From an optimization exercise on the open Yosys and OpenROAD flow, aimed at small area, a short achievable clock period and few clock cycles per item; shortcuts taken in it are not production practice. Where RTL was checked, it was by simulation tests only, not by an equivalence proof against the original. The RTL of runs 1 and 2 was laid out without a check of its function.

==> flow/design.v (outline; a module is shown in full before it is edited, if it fits) <==
// module lfs_cfg: 41 lines
// module lfs_fa: 10 lines
// module lfs_mac: 657 lines
// module lfs_p3: 155 lines
// module lfs_div5: 136 lines
// module lfs_coef: 95 lines
// module lfs_spd: 53 lines
// module lfs_ctrl: 236 lines
// module line_follow_steer_pd_core: 74 lines
module line_follow_steer_pd_core (
  input  logic                              clk,
  input  logic                              rst_n,
  input  logic                              in_valid,
  output logic                              in_ready,
  input  logic [lfs_pkg::PIX_W-1:0]         in_width_near,
  input  logic [lfs_pkg::PIX_W-1:0]         in_width_below,
  input  logic [lfs_pkg::PIX_W-1:0]         in_left_edge_near,
  input  logic [lfs_pkg::PIX_W-1:0]         in_right_edge_near,
  input  logic [lfs_pkg::CQ_W-1:0]          in_centre_exit,
  input  logic [lfs_pkg::CQ_W-1:0]          in_centre_near,
  input  logic [lfs_pkg::CQ_W-1:0]          in_centre_entry,
  input  logic [lfs_pkg::CQ_W-1:0]          in_centre_turn,
  input  logic [lfs_pkg::TURN_W-1:0]        in_turn_row,
  output logic                              out_valid,
  input  logic                              out_ready,
  output logic [lfs_pkg::DUTY_W-1:0]        out_servo_duty,
  output logic [lfs_pkg::SPEED_W-1:0]       out_speed_target,
  output logic [lfs_pkg::COEFF_W-1:0]       out_diff_coeff,
  output logic [lfs_pkg::ROW_W-1:0]         out_marker_row,
  output logic [lfs_pkg::COL_W-1:0]         out_marker_col,
  output logic                              out_marker_valid,
  input  logic                              cfg_we,
  input  logic [lfs_pkg::CFG_IDX_W-1:0]     cfg_idx,
  input  logic [lfs_pkg::CFG_DATA_W-1:0]    cfg_data
);
  // ...
==> flow/run.sh <==
#!/bin/bash
# synth_recipe.tcl (not shown) runs the flow's synth.tcl, then flattens the netlist and writes it again
# the make line also repeats each setting of config.mk as NAME=value (left out here)
make -C /OpenROAD-flow-scripts/flow DESIGN_CONFIG=/design/flow/config.mk WORK_HOME=/design/flow/orfs CLKGATE_MAP_FILE= SYNTH_SCRIPT=/design/flow/synth_recipe.tcl finish
==> flow/config.mk <==
export PLATFORM = sky130hd
export DESIGN_NAME = line_follow_steer_pd_core
export DESIGN_NICKNAME = line_follow_steer_pd_core
export VERILOG_FILES = /design/flow/design.v
export SDC_FILE = /design/flow/constraint.sdc
export NUM_CORES = 4
export LEC_CHECK = 0
export CAP_MARGIN = 50
export CORE_MARGIN = 2
export CORE_UTILIZATION = 40
export SLEW_MARGIN = 70
export SYNTH_HIERARCHICAL = 1
==> flow/constraint.sdc <==
create_clock -name core_clock -period 11.0 [get_ports {clk}]
set_input_delay 2.2000 -clock core_clock [delete_from_list [all_inputs] [get_ports {clk}]]
set_output_delay 2.2000 -clock core_clock [all_outputs]
set_load 0.01 [all_outputs]
==> impl_metrics.tcl, run 1 <==
set metrics [dict create \
    status "no timing/DRC/antenna violations" \
    endpoint "u_ctrl.s5_u[5]" \
    antenna_cells 0 \
    path_delay_family "adder cells" \
    synth_top_family_by_area "adder cells" \
    ys_ff_latch 429 \
    wl_met1_um 42560 \
    fill_cells 9127 \
    ys.flop_type "edfxtp_1" \
    preCtsSetupSlack_ns 5.927 \
    final-setup-viol-count 0 \
    design.seq.count 429 \
    grtUsageMet3_pct 2.077 \
    layout_common_cells "fa_1 (419), edfxtp_1 (347), ha_1 (284)" \
    wl_met2_um 45460 \
    grtUsageTotal_pct 18.32 \
    crit_arrival_ns 5.45 \
    wl_met3_um 4033 \
    drtIter0Drc 1933 \
    synth_compound_area_share_pct 15.76 \
    nets 4458 \
    buffers_excl_clock 288 \
    final_common_cell "fa_1" \
    largest_cell_class "multi-input combinational cells" \
    multi_input_area_share_pct 58.10 \
    synth.distinct_cells 107 \
    insertion_delay_ns 0.62 \
    worstSetupStartpoint "u_ctrl.s4_x[9]" \
]
==> module lfs_div5, before the edit <==
module lfs_div5 (
  input  logic [14:0] x,
  input  logic        sq,
  input  logic        low,
  input  logic        high,
  input  logic [11:0] u_low,
  input  logic [11:0] u_high,
  output logic [11:0] u
);
  logic d0, d1, d2, d3, d4, d5, d6, d7, d8, d9, d10, d11, d12, d13, d14, d15;
  logic d16, d17, d18, d19, d20, d21, d22, d23, d24, d25, d26, d27, d28, d29, d30, d31;
  logic d32, d33, d34, d35, d36, d37, d38, d39, d40, d41, d42, d43, d44, d45, d46, d47;
  logic d48, d49, d50, d51, d52, d53, d54, d55, d56, d57, d58, d59, d60, d61, d62, d63;
  logic d64, d65, d66, d67, d68, d69, d70, d71, d72, d73, d74, d75, d76, d77, d78, d79;
  logic d80, d81, d82, d83, d84, d85, d86, d87, d88, d89, d90, d91, d92, d93, d94, d95;
  logic d96, d97, d98, d99, d100, d101, d102, d103, d104, d105, d106, d107, d108, d109, d110, d111;
  logic d112, d113, d114, d115, d116, d117, d118, d119, d120, d121, d122, d123, d124, d125, d126, d127;
  logic d128, d129, d130, d131, d132, d133, d134, d135, d136, d137, d138, d139, d140, d141, d142, d143;
  logic d144, d145, d146, d147, d148, d149, d150, d151, d152, d153, d154, d155, d156, d157, d158, d159;
  logic d160, d161, d162, d163, d164, d165, d166, d167, d168, d169, d170, d171, d172, d173, d174, d175;
  logic d176, d177;
  assign d0 = ~(~x[13] ^ x[10]);
  assign d1 = ~x[13] | x[10];
  lfs_fa u_d2 (.a(~x[14]), .b(x[11]), .c(~x[9]), .s(d2), .co(d3));
  assign d4 = ~(x[12] ^ ~x[10]);
  assign d5 = x[12] | ~x[10];
  assign d6 = x[8] ^ ~x[6];
  assign d7 = x[8] & ~x[6];
  assign d8 = ~(x[13] ^ ~x[11]);
  assign d9 = x[13] | ~x[11];
  lfs_fa u_d10 (.a(x[9]), .b(~x[7]), .c(x[5]), .s(d10), .co(d11));
  assign d12 = ~(x[14] ^ ~x[12]);
  assign d13 = x[14] | ~x[12];
  lfs_fa u_d14 (.a(x[10]), .b(~x[8]), .c(x[6]), .s(d14), .co(d15));
  assign d16 = ~(~x[13] ^ x[11]);
  assign d17 = ~x[13] | x[11];
  assign d18 = ~x[9] ^ x[7];
  assign d19 = ~x[9] & x[7];
  assign d20 = ~(~x[14] ^ x[12]);
  assign d21 = ~x[14] | x[12];
  assign d22 = ~x[10] ^ x[8];
  assign d23 = ~x[10] & x[8];
  assign d24 = x[13] ^ ~x[11];
  assign d25 = x[13] & ~x[11];
  assign d26 = ~x[14];
  assign d27 = ~(~x[9] ^ x[6]);
  assign d28 = ~x[9] | x[6];
  lfs_fa u_d29 (.a(~x[10]), .b(x[7]), .c(~x[5]), .s(d29), .co(d30));
  lfs_fa u_d31 (.a(~x[11]), .b(x[8]), .c(~x[6]), .s(d31), .co(d32));
  assign d33 = x[4] ^ ~x[2];
  assign d34 = x[4] & ~x[2];
  lfs_fa u_d35 (.a(~x[12]), .b(x[9]), .c(~x[7]), .s(d35), .co(d36));
  lfs_fa u_d37 (.a(x[5]), .b(~x[3]), .c(x[1]), .s(d37), .co(d38));
  lfs_fa u_d39 (.a(~x[8]), .b(x[6]), .c(~x[4]), .s(d39), .co(d40));
  lfs_fa u_d41 (.a(x[2]), .b(~x[0]), .c(d0), .s(d41), .co(d42));
  lfs_fa u_d43 (.a(x[7]), .b(~x[5]), .c(x[3]), .s(d43), .co(d44));
  lfs_fa u_d45 (.a(~x[1]), .b(d1), .c(d2), .s(d45), .co(d46));
  lfs_fa u_d47 (.a(x[4]), .b(~x[2]), .c(x[0]), .s(d47), .co(d48));
  lfs_fa u_d49 (.a(d4), .b(d6), .c(d3), .s(d49), .co(d50));
  lfs_fa u_d51 (.a(~x[3]), .b(x[1]), .c(d5), .s(d51), .co(d52));
  lfs_fa u_d53 (.a(d7), .b(d8), .c(d10), .s(d53), .co(d54));
  lfs_fa u_d55 (.a(~x[4]), .b(x[2]), .c(d9), .s(d55), .co(d56));
  lfs_fa u_d57 (.a(d12), .b(d11), .c(d14), .s(d57), .co(d58));
  lfs_fa u_d59 (.a(~x[5]), .b(x[3]), .c(d13), .s(d59), .co(d60));
  lfs_fa u_d61 (.a(d16), .b(d18), .c(d15), .s(d61), .co(d62));
  lfs_fa u_d63 (.a(~x[6]), .b(x[4]), .c(d17), .s(d63), .co(d64));
  lfs_fa u_d65 (.a(d19), .b(d20), .c(d22), .s(d65), .co(d66));
  lfs_fa u_d67 (.a(x[9]), .b(~x[7]), .c(x[5]), .s(d67), .co(d68));
  lfs_fa u_d69 (.a(d21), .b(d23), .c(d24), .s(d69), .co(d70));
  lfs_fa u_d71 (.a(~x[12]), .b(x[10]), .c(~x[8]), .s(d71), .co(d72));
  lfs_fa u_d73 (.a(x[6]), .b(d26), .c(d25), .s(d73), .co(d74));
  assign d75 = ~(x[14] ^ ~x[13]);
  assign d76 = x[14] | ~x[13];
  lfs_fa u_d77 (.a(x[11]), .b(~x[9]), .c(x[7]), .s(d77), .co(d78));
  assign d79 = ~(~x[14] ^ x[12]);
  assign d80 = ~x[14] | x[12];
  assign d81 = ~x[10] ^ x[8];
  assign d82 = ~x[10] & x[8];
  assign d83 = x[13] ^ ~x[11];
  assign d84 = x[13] & ~x[11];
  assign d85 = ~x[14];
  assign d86 = ~~x[5];
  assign d87 = ~x[6] ^ x[3];
  assign d88 = ~x[6] & x[3];
  lfs_fa u_d89 (.a(~x[7]), .b(x[4]), .c(~x[2]), .s(d89), .co(d90));
  lfs_fa u_d91 (.a(~x[8]), .b(x[5]), .c(~x[3]), .s(d91), .co(d92));
  lfs_fa u_d93 (.a(~x[4]), .b(x[2]), .c(~x[0]), .s(d93), .co(d94));
  lfs_fa u_d95 (.a(x[3]), .b(~x[1]), .c(d28), .s(d95), .co(d96));
  lfs_fa u_d97 (.a(x[0]), .b(d33), .c(d30), .s(d97), .co(d98));
  lfs_fa u_d99 (.a(d34), .b(d32), .c(d35), .s(d99), .co(d100));
  lfs_fa u_d101 (.a(d36), .b(d38), .c(d39), .s(d101), .co(d102));
  lfs_fa u_d103 (.a(d40), .b(d43), .c(d42), .s(d103), .co(d104));
  lfs_fa u_d105 (.a(d44), .b(d47), .c(d46), .s(d105), .co(d106));
  lfs_fa u_d107 (.a(d48), .b(d51), .c(d50), .s(d107), .co(d108));
  lfs_fa u_d109 (.a(d52), .b(d55), .c(d54), .s(d109), .co(d110));
  lfs_fa u_d111 (.a(d56), .b(d59), .c(d58), .s(d111), .co(d112));
  lfs_fa u_d113 (.a(d60), .b(d63), .c(d65), .s(d113), .co(d114));
  lfs_fa u_d115 (.a(d67), .b(d64), .c(d66), .s(d115), .co(d116));
  lfs_fa u_d117 (.a(d68), .b(d71), .c(d73), .s(d117), .co(d118));
  lfs_fa u_d119 (.a(d75), .b(d72), .c(d77), .s(d119), .co(d120));
  lfs_fa u_d121 (.a(d76), .b(d79), .c(d81), .s(d121), .co(d122));
  lfs_fa u_d123 (.a(x[9]), .b(d80), .c(d82), .s(d123), .co(d124));
  lfs_fa u_d125 (.a(~x[12]), .b(x[10]), .c(d85), .s(d125), .co(d126));
  assign d127 = ~(x[14] ^ ~x[13]);
  assign d128 = x[14] | ~x[13];
  assign d129 = ~~x[14];
  assign d130 = x[2] ^ ~x[0];
  assign d131 = x[2] & ~x[0];
  lfs_fa u_d132 (.a(~x[5]), .b(~x[1]), .c(d87), .s(d132), .co(d133));
  lfs_fa u_d134 (.a(x[0]), .b(d88), .c(d89), .s(d134), .co(d135));
  lfs_fa u_d136 (.a(x[1]), .b(d90), .c(d91), .s(d136), .co(d137));
  lfs_fa u_d138 (.a(d27), .b(d92), .c(d93), .s(d138), .co(d139));
  lfs_fa u_d140 (.a(d94), .b(d29), .c(d95), .s(d140), .co(d141));
  lfs_fa u_d142 (.a(d31), .b(d96), .c(d97), .s(d142), .co(d143));
  lfs_fa u_d144 (.a(d37), .b(d98), .c(d99), .s(d144), .co(d145));
  lfs_fa u_d146 (.a(d41), .b(d100), .c(d101), .s(d146), .co(d147));
  lfs_fa u_d148 (.a(d102), .b(d45), .c(d103), .s(d148), .co(d149));
  lfs_fa u_d150 (.a(d49), .b(d104), .c(d105), .s(d150), .co(d151));
  lfs_fa u_d152 (.a(d53), .b(d106), .c(d107), .s(d152), .co(d153));
  lfs_fa u_d154 (.a(d57), .b(d108), .c(d109), .s(d154), .co(d155));
  lfs_fa u_d156 (.a(d61), .b(d110), .c(d111), .s(d156), .co(d157));
  lfs_fa u_d158 (.a(d62), .b(d113), .c(d112), .s(d158), .co(d159));
  lfs_fa u_d160 (.a(d69), .b(d114), .c(d115), .s(d160), .co(d161));
  lfs_fa u_d162 (.a(d70), .b(d117), .c(d116), .s(d162), .co(d163));
  lfs_fa u_d164 (.a(d74), .b(d119), .c(d118), .s(d164), .co(d165));
  lfs_fa u_d166 (.a(d78), .b(d121), .c(d120), .s(d166), .co(d167));
  lfs_fa u_d168 (.a(d83), .b(d123), .c(d122), .s(d168), .co(d169));
  lfs_fa u_d170 (.a(d84), .b(d125), .c(d124), .s(d170), .co(d171));
  lfs_fa u_d172 (.a(x[11]), .b(d127), .c(d126), .s(d172), .co(d173));
  lfs_fa u_d174 (.a(x[12]), .b(d129), .c(d128), .s(d174), .co(d175));
  assign d176 = ~x[14] ^ x[13];
  assign d177 = ~x[14] & x[13];
  logic [28:0] p;
  assign p = {d175, d173, d171, d169, d167, d165, d163, d161, d159, d157, d155, d153, d151, d149, d147, d145, d143, d141, d139, d137, d135, d133, d131, d130, ~x[4], ~x[3], ~x[2], ~x[1], 1'b1} + {d176, d174, d172, d170, d168, d166, d164, d162, d160, d158, d156, d154, d152, d150, d148, d146, d144, d142, d140, d138, d136, d134, d132, d86, x[1], x[0], 1'b0, 1'b0, ~x[0]};
  assign u = (low || high) ? (low ? u_low : u_high) : (p[28:17] ^ {12{sq}});
endmodule
==> module lfs_ctrl, before the edit <==
module lfs_ctrl (
  input  logic                clk,
  input  logic                rst_n,
  input  logic                in_valid,
  output logic                in_ready,
  input  logic [6:0]          in_width_near,
  input  logic [6:0]          in_width_below,
  input  logic [6:0]          in_left_edge_near,
  input  logic [6:0]          in_right_edge_near,
  input  logic [10:0]         in_centre_exit,
  input  logic [10:0]         in_centre_near,
  input  logic [10:0]         in_centre_entry,
  input  logic [10:0]         in_centre_turn,
  input  logic [5:0]          in_turn_row,
  output logic                out_valid,
  input  logic                out_ready,
  output logic [11:0]         out_servo_duty,
  output logic [9:0]          out_speed_target,
  output logic [10:0]         out_diff_coeff,
  output logic [5:0]          out_marker_row,
  output logic [6:0]          out_marker_col,
  output logic                out_marker_valid,
  input  logic signed [18:0]  kp5,
  input  logic signed [18:0]  kd5,
  input  logic [11:0]         duty_min,
  input  logic [11:0]         duty_max,
  input  logic [11:0]         duty_mlh,
  input  logic                mlh_below,
  input  logic                max_below
);
  logic adv;
  logic kv_r, v1_r, v2_r, v3_r, v4_r, v5_r, ov_r;
  assign adv       = !(ov_r && !out_ready);
  assign in_ready  = !kv_r;
  assign out_valid = ov_r;
  typedef struct packed {
    logic [10:0] c;
    logic        e;      
    logic        x;      
    logic [5:0]  trz;    
    logic        z;      
    logic [10:0] ct;
  } fr_t;
  fr_t         f_in, k_r, s1_r;
  logic [11:0] c_sum;
  always_comb begin
    c_sum   = {1'b0, in_centre_near} + 12'd1264;
    f_in.e  = (in_width_near >= 7'd78);
    f_in.x  = !f_in.e && (in_width_below >= 7'd60);
    f_in.trz  = (in_turn_row == 6'd59) ? 6'd0 : in_turn_row;
    f_in.z    = (in_turn_row == 6'd59);
    f_in.ct   = in_centre_turn;
    if (f_in.e)                           f_in.c = in_centre_entry;
    else if (f_in.x)                      f_in.c = in_centre_exit;
    else if (in_left_edge_near < 7'd2)    f_in.c = {1'b0, in_centre_near[10:1]};
    else if (in_right_edge_near > 7'd77)  f_in.c = c_sum[11:1];
    else                                  f_in.c = in_centre_near;
  end
  always_ff @(posedge clk) begin
    if (!kv_r) k_r <= f_in;
    if (adv) s1_r <= kv_r ? k_r : f_in;
  end
  logic [10:0]        pc_r;         
  logic signed [11:0] err1, dif1;
  logic [17:0]        p3_1;
  logic [11:0]        aerr1;
  logic [5:0]         eh1, eo1, et1, dh1, do1, dt1;
  function automatic logic [17:0] booth12(input logic [11:0] y);
    logic [12:0] yp;
    logic [5:0]  h, o, t;
    yp = {y, 1'b0};
    for (int i = 0; i < 6; i++) begin
      h[i] = yp[2*i+2];
      o[i] = yp[2*i+1] ^ yp[2*i];
      t[i] = (yp[2*i+2] & !yp[2*i+1] & !yp[2*i]) | (!yp[2*i+2] & yp[2*i+1] & yp[2*i]);
    end
    booth12 = {h, o, t};
  endfunction
  always_comb begin
    err1   = $signed({1'b0, s1_r.c}) - 12'sd624;
    dif1   = $signed({1'b0, s1_r.c}) - $signed({1'b0, pc_r});
    aerr1  = err1[11] ? 12'(-err1) : 12'(err1);
    {eh1, eo1, et1} = booth12(err1);
    {dh1, do1, dt1} = booth12(dif1);
  end
  logic [5:0]         s2_eh, s2_eo, s2_et, s2_dh, s2_do, s2_dt;
  lfs_p3 u_p3 (
    .trz  (s1_r.trz),
    .ct   (s1_r.ct),
    .p3   (p3_1)
  );
  logic [11:0]        s2_aerr;
  logic [17:0]        s2_p3;
  logic [5:0]         s2_tr;
  logic               s2_e, s2_x, s2_mval;
  logic [6:0]         s2_col;
  always_ff @(posedge clk) begin
    if (adv) begin
      s2_eh   <= eh1;
      s2_eo   <= eo1;
      s2_et   <= et1;
      s2_dh   <= dh1;
      s2_do   <= do1;
      s2_dt   <= dt1;
      s2_aerr <= aerr1;
      s2_p3   <= p3_1;
      s2_tr   <= s1_r.z ? 6'd59 : s1_r.trz;
      s2_e    <= s1_r.e;
      s2_x    <= s1_r.x;
      s2_col  <= s1_r.c[10:4];
      s2_mval <= (s1_r.c[10:4] > 7'd1) && (s1_r.c[10:4] < 7'd78);
    end
  end
  logic [31:0] m_a2, m_b2;
  logic [8:0]  lo2;
  logic [6:0]  spd2;
  lfs_mac u_mac (
    .kp5 (kp5),
    .kd5 (kd5),
    .e_h (s2_eh),
    .e_o (s2_eo),
    .e_t (s2_et),
    .d_h (s2_dh),
    .d_o (s2_do),
    .d_t (s2_dt),
    .p3  (s2_p3),
    .m_a (m_a2),
    .m_b (m_b2)
  );
  assign lo2 = {1'b0, m_a2[7:0]} + {1'b0, m_b2[7:0]};
  lfs_spd u_spd (
    .tr   (s2_tr),
    .aerr (s2_aerr),
    .spd  (spd2)
  );
  typedef struct packed {
    logic [6:0] spd;     
    logic [6:0] col;
    logic       mval;
    logic       e;
    logic       x;
  } side_t;
  logic [23:0] s3_a, s3_b;
  logic        s3_c;
  side_t       s3_side, s4_side, s5_side;
  always_ff @(posedge clk) begin
    if (adv) begin
      s3_a    <= m_a2[31:8];
      s3_b    <= m_b2[31:8];
      s3_c    <= lo2[8];
      s3_side <= {spd2, s2_col, s2_mval, s2_e, s2_x};
    end
  end
  logic [23:0] hs3;
  logic [19:0] xs3;
  logic [14:0] lo5, hi5p;
  logic        low3, high3, sq3;
  assign hs3   = s3_a + s3_b + 24'(s3_c);
  assign xs3   = hs3[23:4];
  assign lo5   = {duty_min, 2'b00} + 15'(duty_min);
  assign hi5p  = {duty_max, 2'b00} + 15'(duty_max) + 15'd4;
  assign low3  = xs3[19] || (xs3[18:0] < 19'(lo5));
  assign high3 = (xs3[18:0] > 19'(hi5p));
  assign sq3   = (xs3[18:0] < 19'd7500);       
  logic [14:0] s4_x;
  logic        s4_low, s4_high, s4_sq;
  always_ff @(posedge clk) begin
    if (adv) begin
      s4_x    <= xs3[14:0];
      s4_low  <= low3;
      s4_high <= high3;
      s4_sq   <= sq3;
      s4_side <= s3_side;
    end
  end
  logic        s4;
  logic [11:0] u4;
  assign s4 = s4_low ? mlh_below : s4_high ? max_below : s4_sq;
  lfs_div5 u_div5 (
    .x      (s4_x),
    .sq     (s4_sq),
    .low    (s4_low),
    .high   (s4_high),
    .u_low  (duty_mlh ^ {12{mlh_below}}),
    .u_high (duty_max ^ {12{max_below}}),
    .u      (u4)
  );
  logic [11:0] s5_u;
  logic        s5_s;
  always_ff @(posedge clk) begin
    if (adv) begin
      s5_u    <= u4;
      s5_s    <= s4;
      s5_side <= s4_side;
    end
  end
  logic [10:0] coeff5;
  lfs_coef u_coef (
    .u     (s5_u),
    .s     (s5_s),
    .coeff (coeff5)
  );
  always_ff @(posedge clk) begin
    if (adv) begin
      out_servo_duty   <= s5_u ^ {12{s5_s}};
      out_speed_target <= {3'b001, s5_side.spd};
      out_diff_coeff   <= coeff5;
      out_marker_row   <= {s5_side.e, !s5_side.e, !s5_side.x, s5_side.x, 1'b1, !s5_side.x};
      out_marker_col   <= s5_side.col;
      out_marker_valid <= s5_side.mval;
    end
  end
  always_ff @(posedge clk) begin
    if (!rst_n) begin
      kv_r <= 1'b0;
      v1_r <= 1'b0;
      v2_r <= 1'b0;
      v3_r <= 1'b0;
      v4_r <= 1'b0;
      v5_r <= 1'b0;
      ov_r <= 1'b0;
      pc_r <= 11'd624;
    end else begin
      kv_r <= (kv_r || in_valid) && !adv;
      if (adv) begin
        v1_r <= kv_r || in_valid;
        v2_r <= v1_r;
        v3_r <= v2_r;
        v4_r <= v3_r;
        v5_r <= v4_r;
        ov_r <= v5_r;
        if (v1_r) pc_r <= s1_r.c;
      end
    end
  end
endmodule
==> inputs of run 2 (changes only) <==
--- a/flow/design.v
+++ b/flow/design.v
@@ -880,4 +880,5 @@
 module lfs_div5 (
   input  logic [14:0] x,
+  input  logic [16:0] y,
   input  logic        sq,
   input  logic        low,
@@ -891,126 +892,60 @@
   logic d32, d33, d34, d35, d36, d37, d38, d39, d40, d41, d42, d43, d44, d45, d46, d47;
   logic d48, d49, d50, d51, d52, d53, d54, d55, d56, d57, d58, d59, d60, d61, d62, d63;
-  logic d64, d65, d66, d67, d68, d69, d70, d71, d72, d73, d74, d75, d76, d77, d78, d79;
-  logic d80, d81, d82, d83, d84, d85, d86, d87, d88, d89, d90, d91, d92, d93, d94, d95;
-  logic d96, d97, d98, d99, d100, d101, d102, d103, d104, d105, d106, d107, d108, d109, d110, d111;
-  logic d112, d113, d114, d115, d116, d117, d118, d119, d120, d121, d122, d123, d124, d125, d126, d127;
-  logic d128, d129, d130, d131, d132, d133, d134, d135, d136, d137, d138, d139, d140, d141, d142, d143;
-  logic d144, d145, d146, d147, d148, d149, d150, d151, d152, d153, d154, d155, d156, d157, d158, d159;
-  logic d160, d161, d162, d163, d164, d165, d166, d167, d168, d169, d170, d171, d172, d173, d174, d175;
-  logic d176, d177;
-  assign d0 = ~(~x[13] ^ x[10]);
-  assign d1 = ~x[13] | x[10];
-  lfs_fa u_d2 (.a(~x[14]), .b(x[11]), .c(~x[9]), .s(d2), .co(d3));
-  assign d4 = ~(x[12] ^ ~x[10]);
-  assign d5 = x[12] | ~x[10];
-  assign d6 = x[8] ^ ~x[6];
-  assign d7 = x[8] & ~x[6];
-  assign d8 = ~(x[13] ^ ~x[11]);
-  assign d9 = x[13] | ~x[11];
-  lfs_fa u_d10 (.a(x[9]), .b(~x[7]), .c(x[5]), .s(d10), .co(d11));
-  assign d12 = ~(x[14] ^ ~x[12]);
-  assign d13 = x[14] | ~x[12];
-  lfs_fa u_d14 (.a(x[10]), .b(~x[8]), .c(x[6]), .s(d14), .co(d15));
-  assign d16 = ~(~x[13] ^ x[11]);
-  assign d17 = ~x[13] | x[11];
-  assign d18 = ~x[9] ^ x[7];
-  assign d19 = ~x[9] & x[7];
-  assign d20 = ~(~x[14] ^ x[12]);
-  assign d21 = ~x[14] | x[12];
-  assign d22 = ~x[10] ^ x[8];
-  assign d23 = ~x[10] & x[8];
-  assign d24 = x[13] ^ ~x[11];
-  assign d25 = x[13] & ~x[11];
-  assign d26 = ~x[14];
-  assign d27 = ~(~x[9] ^ x[6]);
-  assign d28 = ~x[9] | x[6];
-  lfs_fa u_d29 (.a(~x[10]), .b(x[7]), .c(~x[5]), .s(d29), .co(d30));
-  lfs_fa u_d31 (.a(~x[11]), .b(x[8]), .c(~x[6]), .s(d31), .co(d32));
-  assign d33 = x[4] ^ ~x[2];
-  assign d34 = x[4] & ~x[2];
-  lfs_fa u_d35 (.a(~x[12]), .b(x[9]), .c(~x[7]), .s(d35), .co(d36));
-  lfs_fa u_d37 (.a(x[5]), .b(~x[3]), .c(x[1]), .s(d37), .co(d38));
-  lfs_fa u_d39 (.a(~x[8]), .b(x[6]), .c(~x[4]), .s(d39), .co(d40));
-  lfs_fa u_d41 (.a(x[2]), .b(~x[0]), .c(d0), .s(d41), .co(d42));
-  lfs_fa u_d43 (.a(x[7]), .b(~x[5]), .c(x[3]), .s(d43), .co(d44));
-  lfs_fa u_d45 (.a(~x[1]), .b(d1), .c(d2), .s(d45), .co(d46));
-  lfs_fa u_d47 (.a(x[4]), .b(~x[2]), .c(x[0]), .s(d47), .co(d48));
-  lfs_fa u_d49 (.a(d4), .b(d6), .c(d3), .s(d49), .co(d50));
-  lfs_fa u_d51 (.a(~x[3]), .b(x[1]), .c(d5), .s(d51), .co(d52));
-  lfs_fa u_d53 (.a(d7), .b(d8), .c(d10), .s(d53), .co(d54));
-  lfs_fa u_d55 (.a(~x[4]), .b(x[2]), .c(d9), .s(d55), .co(d56));
-  lfs_fa u_d57 (.a(d12), .b(d11), .c(d14), .s(d57), .co(d58));
-  lfs_fa u_d59 (.a(~x[5]), .b(x[3]), .c(d13), .s(d59), .co(d60));
-  lfs_fa u_d61 (.a(d16), .b(d18), .c(d15), .s(d61), .co(d62));
-  lfs_fa u_d63 (.a(~x[6]), .b(x[4]), .c(d17), .s(d63), .co(d64));
-  lfs_fa u_d65 (.a(d19), .b(d20), .c(d22), .s(d65), .co(d66));
-  lfs_fa u_d67 (.a(x[9]), .b(~x[7]), .c(x[5]), .s(d67), .co(d68));
-  lfs_fa u_d69 (.a(d21), .b(d23), .c(d24), .s(d69), .co(d70));
-  lfs_fa u_d71 (.a(~x[12]), .b(x[10]), .c(~x[8]), .s(d71), .co(d72));
-  lfs_fa u_d73 (.a(x[6]), .b(d26), .c(d25), .s(d73), .co(d74));
-  assign d75 = ~(x[14] ^ ~x[13]);
-  assign d76 = x[14] | ~x[13];
-  lfs_fa u_d77 (.a(x[11]), .b(~x[9]), .c(x[7]), .s(d77), .co(d78));
-  assign d79 = ~(~x[14] ^ x[12]);
-  assign d80 = ~x[14] | x[12];
-  assign d81 = ~x[10] ^ x[8];
-  assign d82 = ~x[10] & x[8];
-  assign d83 = x[13] ^ ~x[11];
-  assign d84 = x[13] & ~x[11];
-  assign d85 = ~x[14];
-  assign d86 = ~~x[5];
-  assign d87 = ~x[6] ^ x[3];
-  assign d88 = ~x[6] & x[3];
-  lfs_fa u_d89 (.a(~x[7]), .b(x[4]), .c(~x[2]), .s(d89), .co(d90));
-  lfs_fa u_d91 (.a(~x[8]), .b(x[5]), .c(~x[3]), .s(d91), .co(d92));
-  lfs_fa u_d93 (.a(~x[4]), .b(x[2]), .c(~x[0]), .s(d93), .co(d94));
-  lfs_fa u_d95 (.a(x[3]), .b(~x[1]), .c(d28), .s(d95), .co(d96));
-  lfs_fa u_d97 (.a(x[0]), .b(d33), .c(d30), .s(d97), .co(d98));
-  lfs_fa u_d99 (.a(d34), .b(d32), .c(d35), .s(d99), .co(d100));
-  lfs_fa u_d101 (.a(d36), .b(d38), .c(d39), .s(d101), .co(d102));
-  lfs_fa u_d103 (.a(d40), .b(d43), .c(d42), .s(d103), .co(d104));
-  lfs_fa u_d105 (.a(d44), .b(d47), .c(d46), .s(d105), .co(d106));
-  lfs_fa u_d107 (.a(d48), .b(d51), .c(d50), .s(d107), .co(d108));
-  lfs_fa u_d109 (.a(d52), .b(d55), .c(d54), .s(d109), .co(d110));
-  lfs_fa u_d111 (.a(d56), .b(d59), .c(d58), .s(d111), .co(d112));
-  lfs_fa u_d113 (.a(d60), .b(d63), .c(d65), .s(d113), .co(d114));
-  lfs_fa u_d115 (.a(d67), .b(d64), .c(d66), .s(d115), .co(d116));
-  lfs_fa u_d117 (.a(d68), .b(d71), .c(d73), .s(d117), .co(d118));
-  lfs_fa u_d119 (.a(d75), .b(d72), .c(d77), .s(d119), .co(d120));
-  lfs_fa u_d121 (.a(d76), .b(d79), .c(d81), .s(d121), .co(d122));
-  lfs_fa u_d123 (.a(x[9]), .b(d80), .c(d82), .s(d123), .co(d124));
-  lfs_fa u_d125 (.a(~x[12]), .b(x[10]), .c(d85), .s(d125), .co(d126));
-  assign d127 = ~(x[14] ^ ~x[13]);
-  assign d128 = x[14] | ~x[13];
-  assign d129 = ~~x[14];
-  assign d130 = x[2] ^ ~x[0];
-  assign d131 = x[2] & ~x[0];
-  lfs_fa u_d132 (.a(~x[5]), .b(~x[1]), .c(d87), .s(d132), .co(d133));
-  lfs_fa u_d134 (.a(x[0]), .b(d88), .c(d89), .s(d134), .co(d135));
-  lfs_fa u_d136 (.a(x[1]), .b(d90), .c(d91), .s(d136), .co(d137));
-  lfs_fa u_d138 (.a(d27), .b(d92), .c(d93), .s(d138), .co(d139));
-  lfs_fa u_d140 (.a(d94), .b(d29), .c(d95), .s(d140), .co(d141));
-  lfs_fa u_d142 (.a(d31), .b(d96), .c(d97), .s(d142), .co(d143));
-  lfs_fa u_d144 (.a(d37), .b(d98), .c(d99), .s(d144), .co(d145));
-  lfs_fa u_d146 (.a(d41), .b(d100), .c(d101), .s(d146), .co(d147));
-  lfs_fa u_d148 (.a(d102), .b(d45), .c(d103), .s(d148), .co(d149));
-  lfs_fa u_d150 (.a(d49), .b(d104), .c(d105), .s(d150), .co(d151));
-  lfs_fa u_d152 (.a(d53), .b(d106), .c(d107), .s(d152), .co(d153));
-  lfs_fa u_d154 (.a(d57), .b(d108), .c(d109), .s(d154), .co(d155));
-  lfs_fa u_d156 (.a(d61), .b(d110), .c(d111), .s(d156), .co(d157));
-  lfs_fa u_d158 (.a(d62), .b(d113), .c(d112), .s(d158), .co(d159));
-  lfs_fa u_d160 (.a(d69), .b(d114), .c(d115), .s(d160), .co(d161));
-  lfs_fa u_d162 (.a(d70), .b(d117), .c(d116), .s(d162), .co(d163));
-  lfs_fa u_d164 (.a(d74), .b(d119), .c(d118), .s(d164), .co(d165));
-  lfs_fa u_d166 (.a(d78), .b(d121), .c(d120), .s(d166), .co(d167));
-  lfs_fa u_d168 (.a(d83), .b(d123), .c(d122), .s(d168), .co(d169));
-  lfs_fa u_d170 (.a(d84), .b(d125), .c(d124), .s(d170), .co(d171));
-  lfs_fa u_d172 (.a(x[11]), .b(d127), .c(d126), .s(d172), .co(d173));
-  lfs_fa u_d174 (.a(x[12]), .b(d129), .c(d128), .s(d174), .co(d175));
-  assign d176 = ~x[14] ^ x[13];
-  assign d177 = ~x[14] & x[13];
-  logic [28:0] p;
-  assign p = {d175, d173, d171, d169, d167, d165, d163, d161, d159, d157, d155, d153, d151, d149, d147, d145, d143, d141, d139, d137, d135, d133, d131, d130, ~x[4], ~x[3], ~x[2], ~x[1], 1'b1} + {d176, d174, d172, d170, d168, d166, d164, d162, d160, d158, d156, d154, d152, d150, d148, d146, d144, d142, d140, d138, d136, d134, d132, d86, x[1], x[0], 1'b0, 1'b0, ~x[0]};
-  assign u = (low || high) ? (low ? u_low : u_high) : (p[28:17] ^ {12{sq}});
+  logic d64, d65, d66, d67, d68, d69, d70, d71, d72, d73, d74, d75, d76, d77;
+  assign d0 = y[12] ^ y[8];
+  assign d1 = y[12] & y[8];
+  assign d2 = y[13] ^ y[9];
+  assign d3 = y[13] & y[9];
+  assign d4 = y[14] ^ y[10];
+  assign d5 = y[14] & y[10];
+  assign d6 = y[15] ^ y[11];
+  assign d7 = y[15] & y[11];
+  assign d8 = y[16] ^ y[12];
+  assign d9 = y[16] & y[12];
+  assign d10 = y[8] ^ y[4];
+  assign d11 = y[8] & y[4];
+  lfs_fa u_d12 (.a(y[9]), .b(y[5]), .c(y[1]), .s(d12), .co(d13));
+  lfs_fa u_d14 (.a(y[10]), .b(y[6]), .c(y[2]), .s(d14), .co(d15));
+  lfs_fa u_d16 (.a(y[11]), .b(y[7]), .c(y[3]), .s(d16), .co(d17));
+  lfs_fa u_d18 (.a(y[4]), .b(y[0]), .c(x[14]), .s(d18), .co(d19));
+  lfs_fa u_d20 (.a(y[5]), .b(y[1]), .c(d1), .s(d20), .co(d21));
+  lfs_fa u_d22 (.a(y[6]), .b(y[2]), .c(d3), .s(d22), .co(d23));
+  lfs_fa u_d24 (.a(y[7]), .b(y[3]), .c(d5), .s(d24), .co(d25));
+  lfs_fa u_d26 (.a(y[8]), .b(y[4]), .c(d7), .s(d26), .co(d27));
+  lfs_fa u_d28 (.a(y[13]), .b(y[9]), .c(y[5]), .s(d28), .co(d29));
+  assign d30 = y[14] ^ y[10];
+  assign d31 = y[14] & y[10];
+  assign d32 = y[15] ^ y[11];
+  assign d33 = y[15] & y[11];
+  assign d34 = y[16] ^ y[12];
+  assign d35 = y[16] & y[12];
+  assign d36 = y[4] ^ y[0];
+  assign d37 = y[4] & y[0];
+  lfs_fa u_d38 (.a(y[5]), .b(y[1]), .c(x[7]), .s(d38), .co(d39));
+  lfs_fa u_d40 (.a(y[6]), .b(y[2]), .c(x[8]), .s(d40), .co(d41));
+  lfs_fa u_d42 (.a(y[7]), .b(y[3]), .c(x[9]), .s(d42), .co(d43));
+  lfs_fa u_d44 (.a(y[0]), .b(x[10]), .c(d10), .s(d44), .co(d45));
+  lfs_fa u_d46 (.a(x[11]), .b(d11), .c(d12), .s(d46), .co(d47));
+  lfs_fa u_d48 (.a(x[12]), .b(d13), .c(d14), .s(d48), .co(d49));
+  lfs_fa u_d50 (.a(x[13]), .b(d15), .c(d16), .s(d50), .co(d51));
+  lfs_fa u_d52 (.a(d0), .b(d17), .c(d18), .s(d52), .co(d53));
+  lfs_fa u_d54 (.a(d2), .b(d19), .c(d20), .s(d54), .co(d55));
+  lfs_fa u_d56 (.a(d4), .b(d21), .c(d22), .s(d56), .co(d57));
+  lfs_fa u_d58 (.a(d6), .b(d23), .c(d24), .s(d58), .co(d59));
+  lfs_fa u_d60 (.a(d8), .b(d25), .c(d26), .s(d60), .co(d61));
+  lfs_fa u_d62 (.a(d9), .b(d28), .c(d27), .s(d62), .co(d63));
+  lfs_fa u_d64 (.a(y[6]), .b(d30), .c(d29), .s(d64), .co(d65));
+  lfs_fa u_d66 (.a(y[7]), .b(d31), .c(d32), .s(d66), .co(d67));
+  lfs_fa u_d68 (.a(y[8]), .b(d33), .c(d34), .s(d68), .co(d69));
+  lfs_fa u_d70 (.a(y[13]), .b(y[9]), .c(d35), .s(d70), .co(d71));
+  assign d72 = y[14] ^ y[10];
+  assign d73 = y[14] & y[10];
+  assign d74 = y[15] ^ y[11];
+  assign d75 = y[15] & y[11];
+  assign d76 = y[16] ^ y[12];
+  assign d77 = y[16] & y[12];
+  logic [29:0] p;
+  assign p = {y[15], y[14], d77, d75, d73, d71, d69, d67, d65, d63, d61, d59, d57, d55, d53, d51, d49, d47, d45, d43, d41, d39, d37, d36, y[3], y[2], y[1], y[0], x[1], x[0]} + {1'b0, 1'b0, y[13], d76, d74, d72, d70, d68, d66, d64, d62, d60, d58, d56, d54, d52, d50, d48, d46, d44, d42, d40, d38, x[6], x[5], x[4], x[3], x[2], 1'b0, 1'b0};
+  assign u = (low || high) ? (low ? u_low : u_high) : (p[29:18] ^ {12{sq}});
 endmodule
 module lfs_coef (
@@ -1327,8 +1262,10 @@
   assign sq3   = (xs3[18:0] < 19'd7500);       
   logic [14:0] s4_x;
+  logic [16:0] s4_y;
   logic        s4_low, s4_high, s4_sq;
   always_ff @(posedge clk) begin
     if (adv) begin
       s4_x    <= xs3[14:0];
+      s4_y    <= {1'b0, xs3[14:0], 1'b0} + {2'b00, xs3[14:0]};    
       s4_low  <= low3;
       s4_high <= high3;
@@ -1342,4 +1279,5 @@
   lfs_div5 u_div5 (
     .x      (s4_x),
+    .y      (s4_y),
     .sq     (s4_sq),
     .low    (s4_low),
==> run 2 against run 1 <==
- first-iteration DRC count is 2.9% lower
- register-to-register slack better by 0.45 ns
- synthesized area is 0.79% lower
- core utilization is 0.18 points higher
- worst setup slack better by 0.45 ns
- global-route usage is 0.29 points lower
- final cell count is 0.82% lower
- sequential share of layout area is 1.0 points higher
- critical path depth is 2 lower
==> impl_metrics.tcl, run 2 <==
set metrics [dict create \
    antenna_found_initial 1 \
    syn-instance-count 3528 \
    drtIter0Drc 1876 \
    cts.path.max_buffers 3 \
    final_core_util_pct 44.98 \
    vias 26710 \
    status "no timing/DRC/antenna violations" \
    ios 150 \
    coreArea_sq_mm 0.09813 \
    cts_buffers 50 \
    gp_routability_congestion 0.8699 \
    h-tree-depth 2 \
    ctsResizeCount 0 \
    whs_ns 0.4175 \
    max_freq_ghz 0.2144 \
    period_minus_slack_ns 4.664 \
    preCtsSetupSlack_ns 6.218 \
    drive_gt1_share_pct 10.30 \
    worstPathRequired_ns 11.38 \
    nets 4389 \
    drtAntennaViolNets 0 \
    yosysWarnings 8 \
    final-setup-viol-count 0 \
    viasPerCell 5.410 \
    cts.sinks 444 \
    hpwl_um 73810 \
    clock_skew_ns 0.05877 \
    top_regs "u_ctrl.k_r x31, u_ctrl.s1_r x31" \
    insertion_delay_ns 0.65 \
    min_path_type "flop to flop" \
    finalNonFillerCells 4937 \
    io_buffers 140 \
    place_area_sq_mm 0.04217 \
    holdBufCountCts 0 \
    grtUsageTotal_pct 18.02 \
    layout_common_cells "fa_1 (379), edfxtp_1 (362), ha_1 (299)" \
    dieArea_sq_mm 0.1012 \
    rsz0062_at_grt "false" \
    finalWorstSetupSlack_ns 6.336 \
    dr.pass1.iters 7 \
    wl_um 91770 \
    slew_viol_final 0 \
    syn_area_sq_mm 0.03949 \
    num_rows 115 \
    die_height_um 318.2 \
    start_util_pct 40.24 \
    path_clk_slew_ns 0.06 \
    post-route-drc-count 0 \
    critPathMaxFanout 8 \
    areaGrowthSynthToFinish_pct 11.78 \
    crit_arrival_ns 5.04 \
    wl_per_cell_um 18.59 \
    grt_max_degree 62 \
    final_hold_viol_count 0 \
    cp-start-kind "flop" \
    cts_root_buf "clkbuf_16" \
    critPathKind "flop to flop" \
    synth_area_per_cell_sq_um 11.19 \
    grt.overflow.total 0 \
    fin_setup_tns_ns 0 \
    final_common_cell "fa_1" \
    postCtsSetupBuffers 0 \
    antenna_cells 0 \
    finalInstanceArea_sq_mm 0.04413 \
    cap_violations 0 \
    grt_pass1_wl_um 147700 \
    dp.cells 4837 \
    finalCritPeriodShare_pct 42.40 \
    cts_tree "built" \
    worstSetupEndpointType "flop" \
    grt_pass1_vias 27400 \
    die_w_um 318.2 \
]
==> run 2: critical path, cell delays in order, from the launching register on <==
cell      delay, ns
edfxtp_1       0.51
buf_4          0.22
inv_1          0.13
fa_1           0.47
fa_1           0.45
fa_1           0.47
fa_1           0.42
ha_1           0.40
a21o_1         0.21
a21o_1         0.16
a21oi_1        0.23
mux2_2         0.36
or3b_1         0.38
==> run 2: metal layers <==
metal,track usage (%),vias to the layer above,wire length (um)
li1,-,12740,-
met1,24.00,13190,40980
met2,30.67,654,44060
met3,2.417,129,4318
met4,5.161,0,2415
met5,0,-,0
==> run 2: final timing paths <==
path / startpoint / endpoint / slack (ns) / cells after the start
worst max-delay path: u_ctrl.s1_r[15] / u_ctrl.s2_p3[16] / 6.34 / 12
worst min-delay path: u_ctrl.s2_col[0] / u_ctrl.s3_side[3] / 0.42 / 0
worst max register to register: u_ctrl.s1_r[15] / u_ctrl.s2_p3[16] / 6.34 / 12
worst min register to register: u_ctrl.s2_col[0] / u_ctrl.s3_side[3] / 0.42 / 0
==> run 2: cell type report <==
class | instances | area [sq um]
clock inverter | 27 | 386.6
multi-input combinational | 2626 | 25020
sequential | 444 | 12520
inverter | 192 | 737.0
fill | 9257 | 54000
clock buffer | 65 | 1400
timing repair buffer | 296 | 2462
tap | 1287 | 1610
==> inputs of run 3 (changes only) <==
--- a/flow/design.v
+++ b/flow/design.v
@@ -879,5 +879,4 @@
 endmodule
 module lfs_div5 (
-  input  logic [14:0] x,
   input  logic [16:0] y,
   input  logic        sq,
@@ -891,61 +890,51 @@
   logic d16, d17, d18, d19, d20, d21, d22, d23, d24, d25, d26, d27, d28, d29, d30, d31;
   logic d32, d33, d34, d35, d36, d37, d38, d39, d40, d41, d42, d43, d44, d45, d46, d47;
-  logic d48, d49, d50, d51, d52, d53, d54, d55, d56, d57, d58, d59, d60, d61, d62, d63;
-  logic d64, d65, d66, d67, d68, d69, d70, d71, d72, d73, d74, d75, d76, d77;
-  assign d0 = y[12] ^ y[8];
-  assign d1 = y[12] & y[8];
-  assign d2 = y[13] ^ y[9];
-  assign d3 = y[13] & y[9];
-  assign d4 = y[14] ^ y[10];
-  assign d5 = y[14] & y[10];
-  assign d6 = y[15] ^ y[11];
-  assign d7 = y[15] & y[11];
-  assign d8 = y[16] ^ y[12];
-  assign d9 = y[16] & y[12];
-  assign d10 = y[8] ^ y[4];
-  assign d11 = y[8] & y[4];
-  lfs_fa u_d12 (.a(y[9]), .b(y[5]), .c(y[1]), .s(d12), .co(d13));
-  lfs_fa u_d14 (.a(y[10]), .b(y[6]), .c(y[2]), .s(d14), .co(d15));
-  lfs_fa u_d16 (.a(y[11]), .b(y[7]), .c(y[3]), .s(d16), .co(d17));
-  lfs_fa u_d18 (.a(y[4]), .b(y[0]), .c(x[14]), .s(d18), .co(d19));
-  lfs_fa u_d20 (.a(y[5]), .b(y[1]), .c(d1), .s(d20), .co(d21));
-  lfs_fa u_d22 (.a(y[6]), .b(y[2]), .c(d3), .s(d22), .co(d23));
-  lfs_fa u_d24 (.a(y[7]), .b(y[3]), .c(d5), .s(d24), .co(d25));
-  lfs_fa u_d26 (.a(y[8]), .b(y[4]), .c(d7), .s(d26), .co(d27));
-  lfs_fa u_d28 (.a(y[13]), .b(y[9]), .c(y[5]), .s(d28), .co(d29));
-  assign d30 = y[14] ^ y[10];
-  assign d31 = y[14] & y[10];
-  assign d32 = y[15] ^ y[11];
-  assign d33 = y[15] & y[11];
-  assign d34 = y[16] ^ y[12];
-  assign d35 = y[16] & y[12];
-  assign d36 = y[4] ^ y[0];
-  assign d37 = y[4] & y[0];
-  lfs_fa u_d38 (.a(y[5]), .b(y[1]), .c(x[7]), .s(d38), .co(d39));
-  lfs_fa u_d40 (.a(y[6]), .b(y[2]), .c(x[8]), .s(d40), .co(d41));
-  lfs_fa u_d42 (.a(y[7]), .b(y[3]), .c(x[9]), .s(d42), .co(d43));
-  lfs_fa u_d44 (.a(y[0]), .b(x[10]), .c(d10), .s(d44), .co(d45));
-  lfs_fa u_d46 (.a(x[11]), .b(d11), .c(d12), .s(d46), .co(d47));
-  lfs_fa u_d48 (.a(x[12]), .b(d13), .c(d14), .s(d48), .co(d49));
-  lfs_fa u_d50 (.a(x[13]), .b(d15), .c(d16), .s(d50), .co(d51));
-  lfs_fa u_d52 (.a(d0), .b(d17), .c(d18), .s(d52), .co(d53));
-  lfs_fa u_d54 (.a(d2), .b(d19), .c(d20), .s(d54), .co(d55));
-  lfs_fa u_d56 (.a(d4), .b(d21), .c(d22), .s(d56), .co(d57));
-  lfs_fa u_d58 (.a(d6), .b(d23), .c(d24), .s(d58), .co(d59));
-  lfs_fa u_d60 (.a(d8), .b(d25), .c(d26), .s(d60), .co(d61));
-  lfs_fa u_d62 (.a(d9), .b(d28), .c(d27), .s(d62), .co(d63));
-  lfs_fa u_d64 (.a(y[6]), .b(d30), .c(d29), .s(d64), .co(d65));
-  lfs_fa u_d66 (.a(y[7]), .b(d31), .c(d32), .s(d66), .co(d67));
-  lfs_fa u_d68 (.a(y[8]), .b(d33), .c(d34), .s(d68), .co(d69));
-  lfs_fa u_d70 (.a(y[13]), .b(y[9]), .c(d35), .s(d70), .co(d71));
-  assign d72 = y[14] ^ y[10];
-  assign d73 = y[14] & y[10];
-  assign d74 = y[15] ^ y[11];
-  assign d75 = y[15] & y[11];
-  assign d76 = y[16] ^ y[12];
-  assign d77 = y[16] & y[12];
-  logic [29:0] p;
-  assign p = {y[15], y[14], d77, d75, d73, d71, d69, d67, d65, d63, d61, d59, d57, d55, d53, d51, d49, d47, d45, d43, d41, d39, d37, d36, y[3], y[2], y[1], y[0], x[1], x[0]} + {1'b0, 1'b0, y[13], d76, d74, d72, d70, d68, d66, d64, d62, d60, d58, d56, d54, d52, d50, d48, d46, d44, d42, d40, d38, x[6], x[5], x[4], x[3], x[2], 1'b0, 1'b0};
-  assign u = (low || high) ? (low ? u_low : u_high) : (p[29:18] ^ {12{sq}});
+  logic d48, d49, d50, d51, d52, d53, d54, d55, d56, d57, d58, d59, d60;
+  assign d0 = ~y[12];
+  assign d1 = y[13] ^ y[9];
+  assign d2 = y[13] & y[9];
+  assign d3 = y[14] ^ y[10];
+  assign d4 = y[14] & y[10];
+  assign d5 = y[15] ^ y[11];
+  assign d6 = y[15] & y[11];
+  assign d7 = y[16] ^ y[12];
+  assign d8 = y[16] & y[12];
+  assign d9 = y[8] ^ y[4];
+  assign d10 = y[8] & y[4];
+  lfs_fa u_d11 (.a(y[12]), .b(y[5]), .c(y[1]), .s(d11), .co(d12));
+  lfs_fa u_d13 (.a(y[6]), .b(y[2]), .c(d2), .s(d13), .co(d14));
+  lfs_fa u_d15 (.a(y[7]), .b(y[3]), .c(d4), .s(d15), .co(d16));
+  lfs_fa u_d17 (.a(y[8]), .b(y[4]), .c(d6), .s(d17), .co(d18));
+  lfs_fa u_d19 (.a(y[13]), .b(y[9]), .c(y[5]), .s(d19), .co(d20));
+  assign d21 = y[14] ^ y[10];
+  assign d22 = y[14] & y[10];
+  assign d23 = y[15] ^ y[11];
+  assign d24 = y[15] & y[11];
+  assign d25 = y[16] ^ y[12];
+  assign d26 = y[16] & y[12];
+  assign d27 = y[8] ^ y[4];
+  assign d28 = y[8] & y[4];
+  lfs_fa u_d29 (.a(y[9]), .b(y[5]), .c(y[1]), .s(d29), .co(d30));
+  lfs_fa u_d31 (.a(y[10]), .b(y[6]), .c(y[2]), .s(d31), .co(d32));
+  lfs_fa u_d33 (.a(y[11]), .b(y[7]), .c(y[3]), .s(d33), .co(d34));
+  lfs_fa u_d35 (.a(y[0]), .b(d0), .c(d9), .s(d35), .co(d36));
+  lfs_fa u_d37 (.a(d10), .b(d1), .c(d11), .s(d37), .co(d38));
+  lfs_fa u_d39 (.a(d3), .b(d12), .c(d13), .s(d39), .co(d40));
+  lfs_fa u_d41 (.a(d5), .b(d14), .c(d15), .s(d41), .co(d42));
+  lfs_fa u_d43 (.a(d7), .b(d16), .c(d17), .s(d43), .co(d44));
+  lfs_fa u_d45 (.a(d8), .b(d19), .c(d18), .s(d45), .co(d46));
+  lfs_fa u_d47 (.a(y[6]), .b(d21), .c(d20), .s(d47), .co(d48));
+  lfs_fa u_d49 (.a(y[7]), .b(d22), .c(d23), .s(d49), .co(d50));
+  lfs_fa u_d51 (.a(y[8]), .b(d24), .c(d25), .s(d51), .co(d52));
+  lfs_fa u_d53 (.a(y[13]), .b(y[9]), .c(d26), .s(d53), .co(d54));
+  assign d55 = y[14] ^ y[10];
+  assign d56 = y[14] & y[10];
+  assign d57 = y[15] ^ y[11];
+  assign d58 = y[15] & y[11];
+  assign d59 = y[16] ^ y[12];
+  assign d60 = y[16] & y[12];
+  logic [28:0] p;
+  assign p = {y[16], y[15], y[14], d60, d58, d56, d54, d52, d50, d48, d46, d44, d42, d40, d38, d36, d34, d32, d30, d28, d27, y[7], y[6], y[5], y[4], y[3], y[2], y[1], y[0]} + {1'b0, 1'b0, 1'b0, y[13], d59, d57, d55, d53, d51, d49, d47, d45, d43, d41, d39, d37, d35, d33, d31, d29, y[0], y[3], y[2], y[1], y[0], 1'b0, 1'b0, 1'b0, 1'b0};
+  assign u = (low || high) ? (low ? u_low : u_high) : (p[27:16] ^ {12{sq}});
 endmodule
 module lfs_coef (
@@ -1191,5 +1180,5 @@
   logic [17:0]        s2_p3;
   logic [5:0]         s2_tr;
-  logic               s2_e, s2_x, s2_mval;
+  logic               s2_e, s2_x;
   logic [6:0]         s2_col;
   always_ff @(posedge clk) begin
@@ -1207,5 +1196,4 @@
       s2_x    <= s1_r.x;
       s2_col  <= s1_r.c[10:4];
-      s2_mval <= (s1_r.c[10:4] > 7'd1) && (s1_r.c[10:4] < 7'd78);
     end
   end
@@ -1235,5 +1223,4 @@
     logic [6:0] spd;     
     logic [6:0] col;
-    logic       mval;
     logic       e;
     logic       x;
@@ -1247,5 +1234,5 @@
       s3_b    <= m_b2[31:8];
       s3_c    <= lo2[8];
-      s3_side <= {spd2, s2_col, s2_mval, s2_e, s2_x};
+      s3_side <= {spd2, s2_col, s2_e, s2_x};
     end
   end
@@ -1261,10 +1248,8 @@
   assign high3 = (xs3[18:0] > 19'(hi5p));
   assign sq3   = (xs3[18:0] < 19'd7500);       
-  logic [14:0] s4_x;
   logic [16:0] s4_y;
   logic        s4_low, s4_high, s4_sq;
   always_ff @(posedge clk) begin
     if (adv) begin
-      s4_x    <= xs3[14:0];
       s4_y    <= {1'b0, xs3[14:0], 1'b0} + {2'b00, xs3[14:0]};    
       s4_low  <= low3;
@@ -1278,5 +1263,4 @@
   assign s4 = s4_low ? mlh_below : s4_high ? max_below : s4_sq;
   lfs_div5 u_div5 (
-    .x      (s4_x),
     .y      (s4_y),
     .sq     (s4_sq),
@@ -1309,5 +1293,5 @@
       out_marker_row   <= {s5_side.e, !s5_side.e, !s5_side.x, s5_side.x, 1'b1, !s5_side.x};
       out_marker_col   <= s5_side.col;
-      out_marker_valid <= s5_side.mval;
+      out_marker_valid <= (s5_side.col > 7'd1) && (s5_side.col < 7'd78);
     end
   end
--- a/flow/config.mk
+++ b/flow/config.mk
@@ -8,5 +8,6 @@
 export CAP_MARGIN = 50
 export CORE_MARGIN = 2
-export CORE_UTILIZATION = 40
+export CORE_UTILIZATION = 50
+export CTS_BUF_LIST = sky130_fd_sc_hd__clkbuf_4 sky130_fd_sc_hd__clkbuf_8
 export SLEW_MARGIN = 70
 export SYNTH_HIERARCHICAL = 1
==> run 3 against run 2 <==
- critical path depth is 6 higher
- final cell count is 5.6% lower
- global-route usage is 7.4 points higher
- critical path type unchanged
==> impl_metrics.tcl, run 3 <==
set metrics [dict create \
    status "no timing/DRC/antenna violations" \
    ys.flop_type "edfxtp_1" \
    dr.pass1.iters 5 \
    top_regs "u_ctrl.k_r x31, u_ctrl.s1_r x31" \
    cts_buffers 76 \
    ys_ff_latch 427 \
    dieArea_sq_mm 0.07885 \
    synth_area_per_cell_sq_um 11.09 \
    path_clk_slew_ns 0.06 \
    ctsResizeCount 0 \
    layout_common_cells "fa_1 (371), edfxtp_1 (345), ha_1 (292)" \
    finalWorstSetupSlack_ns 6.494 \
    die_w_um 280.8 \
    ios 150 \
    synth.distinct_cells 105 \
    insertion_delay_ns 0.69 \
    clock_skew_ns 0.04474 \
    preCtsSetupSlack_ns 6.417 \
    grtUsageMet3_pct 4.464 \
    post-route-drc-count 0 \
    cts.sinks 427 \
    ys_seq_area_share_pct 31.33 \
    fill_cells 6417 \
    synth_area_leaders "edfxtp_1 (27%), fa_1 (19%), ha_1 (9.5%), xor2_1 (5.4%), dfxtp_1 (4.3%)" \
    synth_top_cell_by_area "edfxtp_1" \
    yosysWarnings 8 \
    grt_max_degree 67 \
    hpwl_um 78400 \
    antenna_found_initial 5 \
    coreArea_sq_mm 0.07595 \
    cp-start-kind "flop" \
    gr-usage-met1_pct 35.12 \
    worstRegToRegCells 18 \
    final_hold_viol_count 0 \
    worstPathRequired_ns 11.38 \
    fin_setup_tns_ns 0 \
    io_buffers 140 \
    vias 26880 \
    slew_viol_final 0 \
    hold_depth 0 \
    finalInstanceArea_sq_mm 0.04259 \
    synth_most_common_cell "fa_1" \
    areaGrowthSynthToFinish_pct 11.16 \
    holdBufCountCts 0 \
    grt.overflow.total 0 \
    cap_violations 0 \
    num_rows 101 \
    max_freq_ghz 0.2219 \
    rsz0062_at_grt "false" \
    h-tree-depth 3 \
    place_area_sq_mm 0.04082 \
    critPathKind "flop to flop" \
    yosys-top-cells-count "fa_1 (371), edfxtp_1 (345), ha_1 (292)" \
    gp_routability_congestion 0.8864 \
    busiest_layer "met2" \
    met2_usage_pct 40.23 \
    wl_per_cell_um 21.07 \
    whs_ns 0.4119 \
    drtAntennaViolNets 0 \
    worstMarginPinSlew_ns 0.4942 \
    cts_root_buf "clkbuf_8" \
    min_path_type "flop to flop" \
    final-setup-viol-count 0 \
    die_height_um 280.8 \
    cts.path.max_buffers 3 \
    finalCritPeriodShare_pct 40.96 \
    syn-instance-count 3454 \
    final_core_util_pct 56.07 \
    synth_edf_count 345 \
    period_minus_slack_ns 4.506 \
    start_util_pct 50.44 \
    grt_pass1_wl_um 155800 \
    max_slew_margin_pct 66.86 \
    crit_arrival_ns 4.88 \
    grtUsageTotal_pct 25.45 \
    wl_um 98150 \
    worstSetupEndpointType "flop" \
    grt_pass1_vias 27760 \
    nets 4328 \
    viasPerCell 5.770 \
    final_common_cell "fa_1" \
    drive_gt1_share_pct 11.48 \
    cts_tree "built" \
    synthArstFlopShare_pct 0 \
    synth_top_area_share_pct 27.04 \
    syn_area_sq_mm 0.03831 \
    drtIter0Drc 2120 \
    critPathMaxFanout 4 \
    postCtsSetupBuffers 0 \
]
==> run 3: logic make-up (layout without fill, tap and decap cells) <==
logic type      count (synthesis)  in the layout  share of synthesized area [%]
compound gates                827            827                          15.48
xor+xnor                      316            316                          7.263
fa+ha+maj                     665            665                          28.97
buf+inv                       464            632                          5.941
flops                         427            427                          31.33
mux                            35             35                          1.094
other cells                     4             11                        0.03918
simple gates                  716            716                          9.879
==> run 3: final cells by class <==
cell class | count | area (sq um) | share of cell area (%)
Antenna cell | 5 | 12.51 | 0.02938
Sequential cell | 427 | 12010 | 28.20
Clock inverter | 48 | 464.2 | 1.090
Timing Repair Buffer | 292 | 2505 | 5.882
Clock buffer | 90 | 1157 | 2.718
Inverter | 202 | 774.5 | 1.819
Multi-Input combinational cell | 2565 | 24380 | 57.24
Tap cell | 1030 | 1289 | 3.026
==> run 3: path summary, 6_finish.rpt <==
check,start,end,slack (ns)
max,u_ctrl.s3_a[6],u_ctrl.s4_y[15],6.49
min,u_ctrl.s3_side[0],u_ctrl.s4_side[0],0.41
max reg2reg,u_ctrl.s3_a[6],u_ctrl.s4_y[15],6.49
min reg2reg,u_ctrl.s3_side[0],u_ctrl.s4_side[0],0.41
==> run 3: per-stage QoR <==
stage	cells
6_report	4659
5_1_grt	4659
4_1_cts	4649
3_5_place_dp	4511
3_3_place_gp	4392
2_1_floorplan	3456
==> run 3: per-layer routing <==
layer / wire length, um / up-vias
met5: 0 / -
met3: 6037 / 177
li1: - / 12490
met1: 43530 / 13380
met2: 44900 / 839
met4: 3686 / 0
==> run 3: modules after synthesis (local to each module, per instance), excerpt <==
module | cells inside | cell area, sq um | times used | flops+latches
lfs_fa | 1 | 20.02 | 364 | 0
lfs_spd | 129 | 927.1 | 1 | 0
lfs_cfg | 306 | 4049 | 1 | 95
lfs_ctrl | 1190 | 15440 | 1 | 332
lfs_p3 | 190 | 1330 | 1 | 0
lfs_div5 | 177 | 1313 | 1 | 0
lfs_mac | 901 | 6614 | 1 | 0
lfs_coef | 197 | 1355 | 1 | 0
==> run 3: critical path, cell delays in order, from the launching register on <==
cell	delay, ns
edfxtp_1	0.37
ha_1	0.38
a21o_1	0.22
a21oi_1	0.21
nor2b_1	0.08
a311oi_2	0.38
nor2b_1	0.11
o21a_1	0.21
nor2_1	0.23
xnor2_2	0.25
ha_1	0.36
or3_1	0.38
o21ai_0	0.08
a21oi_1	0.12
nand4_1	0.14
nand4b_1	0.14
a41o_1	0.27
a21oi_1	0.17
xnor2_1	0.13
Testbench counts of run 3, summed over its fixed seeds: cycles 3,248, items 3,200.
==> inputs of run 4 (changes only) <==
--- a/flow/config.mk
+++ b/flow/config.mk
@@ -8,5 +8,5 @@
 export CAP_MARGIN = 50
 export CORE_MARGIN = 2
-export CORE_UTILIZATION = 50
+export CORE_UTILIZATION = 40
 export CTS_BUF_LIST = sky130_fd_sc_hd__clkbuf_4 sky130_fd_sc_hd__clkbuf_8
 export SLEW_MARGIN = 70
==> run 4 against run 3 <==
- synthesized area did not move
- clock skew rose by 0.038 ns
- highest routed layer unchanged
- largest cell class unchanged
- via count fell by 3.3%
- non-clock buffer count fell by 13
==> impl_metrics.tcl, run 4 <==
set metrics [dict create \
    gp_routability_congestion 0.8605 \
    die_w_um 313.5 \
    yosys-top-cells-count "fa_1 (371), edfxtp_1 (345), ha_1 (292)" \
    drtAntennaViolNets 0 \
    slew_viol_final 0 \
    synth_fa_ha_area_share_pct 28.97 \
    synth_compound_area_share_pct 15.48 \
    finalInstanceArea_sq_mm 0.04280 \
    place_area_sq_mm 0.04097 \
    cts_tree "built" \
    final-setup-viol-count 0 \
    nets 4317 \
    postCtsSetupBuffers 0 \
    synth_xor_area_share_pct 7.263 \
    status "no timing/DRC/antenna violations" \
    synth_area_per_cell_sq_um 11.09 \
    holdBufCountCts 0 \
    synth_edf_count 345 \
    synth_top_family_by_area "adder cells" \
    dieArea_sq_mm 0.09827 \
    reg2reg_setup_slack_ns 6.55 \
    synth_top_cell_by_area "edfxtp_1" \
    preCtsSetupSlack_ns 6.395 \
    fill_cells 8883 \
    syn-instance-count 3454 \
    regArea_sq_mm 0.01201 \
    finalCritPeriodShare_pct 40.47 \
    clock_skew_ns 0.08234 \
    worstRegToRegCells 13 \
    r2r-end "u_ctrl.s2_p3[14]" \
    ys_seq_area_share_pct 31.33 \
    areaGrowthSynthToFinish_pct 11.72 \
    layout_common_cells "fa_1 (371), edfxtp_1 (345), ha_1 (292)" \
    period_minus_slack_ns 4.452 \
    ys_ff_latch 427 \
    synth_top_area_share_pct 27.04 \
    synthSimpleGateAreaFrac_pct 9.879 \
    path_clk_slew_ns 0.07 \
    grt_pass1_vias 26840 \
    rsz0062_at_grt "false" \
    finalWorstSetupSlack_ns 6.548 \
    h-tree-depth 3 \
    critPathKind "flop to flop" \
    cap_violations 0 \
    antenna_found_initial 1 \
    worstSetupStartpoint "u_ctrl.s1_r[12]" \
    wl_per_cell_um 18.15 \
    final_core_util_pct 45.05 \
    synthArstFlopShare_pct 0 \
    finalNonFillerCells 4881 \
    r2r-start "u_ctrl.s1_r[12]" \
    io_buffers 140 \
    coreArea_sq_mm 0.09501 \
    ctsResizeCount 0 \
    ys.flop_type "edfxtp_1" \
    drtIter0Drc 1538 \
    max_freq_ghz 0.2246 \
    num_rows 113 \
    hold_depth 0 \
    drive_gt1_share_pct 11.40 \
    synthMuxAreaShare_pct 1.094 \
    top_regs "u_ctrl.k_r x31, u_ctrl.s1_r x31" \
    whs_ns 0.4162 \
    ios 150 \
    insertion_delay_ns 0.74 \
]
[run 4: final cells by class]
type | count | area share, %
Timing Repair Buffer | 279 | 5.519
Multi-Input combinational cell | 2565 | 57.01
Sequential cell | 427 | 28.05
Antenna cell | 1 | 0.005847
Tap cell | 1265 | 3.698
Clock buffer | 104 | 3.023
Clock inverter | 38 | 0.8858
Inverter | 202 | 1.810
[run 4: routing by layer]
metal | GRT usage, % | wire [um]
met1 | 24.01 | 39380
met2 | 30.99 | 42470
met3 | 3.054 | 4154
met4 | 5.513 | 2575
met5 | 0 | 0
[run 4: cells by family (layout without fill, tap and decap cells)]
kind of cell	Yosys count	count (layout)
other	4	7
flip-flops	427	427
XOR/XNOR	316	316
adder cells (fa/ha/maj)	665	665
AO/OA/AOI/OAI	827	827
multiplexers	35	35
AND/OR/NAND/NOR	716	716
buffers and inverters	464	623
[run 4: worst max-delay path, delay by kind of cell, from the launching register on]
kind | cells | cell delay, ns
buffers and inverters | 2 | 0.36
flip-flops | 1 | 0.41
XOR/XNOR | 1 | 0.17
adder cells (fa/ha/maj) | 5 | 2.23
AND/OR/NAND/NOR | 2 | 0.26
AO/OA/AOI/OAI | 3 | 0.73
[run 4: how the worst min path moves through the flow]
stage                                   from                         end
final                     u_ctrl.s3_side[15]          u_ctrl.s4_side[15]
after CTS                 u_ctrl.s3_side[10]          u_ctrl.s4_side[10]
after global routing        u_ctrl.s2_col[6]           u_ctrl.s3_side[8]
after global placement    u_ctrl.s5_side[14]  u_ctrl.out_speed_target[5]
after detailed placement    u_ctrl.s2_col[6]           u_ctrl.s3_side[8]
after floorplan            u_ctrl.s5_side[2]    u_ctrl.out_marker_col[0]
[run 4: Yosys stat by module, one instance, submodules excluded, excerpt]
module	flip-flops and latches	cell area [sq um]
lfs_ctrl	332	15440
lfs_coef	0	1355
lfs_div5	0	1313
lfs_mac	0	6614
lfs_fa	0	20.02
lfs_cfg	95	4049
lfs_p3	0	1330
lfs_spd	0	927.1

[afterwards: timing with drivers on the ports]
No port has a modelled driver above. Below, the same layouts with a new extraction and two added sets of constraints.
Step 1 (the two cells are an assumption about what drives the block):
set clk [get_ports {clk}]
set_driving_cell -lib_cell sky130_fd_sc_hd__clkbuf_16 $clk
set_driving_cell -lib_cell sky130_fd_sc_hd__buf_2 [delete_from_list [all_inputs] $clk]
Step 2, shift: input delay + t, output delay - t, t = (earliest + latest rising clock arrival at the registers) / 2. This alone moves slack from input paths to output paths.
Three values: ideal ports, drivers, drivers and shift; two values: the first two.
| run | shift t [ns] | slack for setup (ns) | pins driven straight from the clock port |
|---|---|---|---|
| run 1 | 0.677 | 5.890 / 5.890 / 5.890 | 1 |
| run 2 | 0.680 | 6.336 / 6.336 / 6.336 | 1 |
| run 3 | 0.730 | 6.494 / 6.494 / 6.410 | 1 |
| run 4 | 0.761 | 6.548 / 6.548 / 6.456 | 1 |
After both steps setup and hold are still met in every run listed. The setup slack of run 4, which loses most, moves by 0.000 ns with the drivers and by -0.092 ns with both steps.
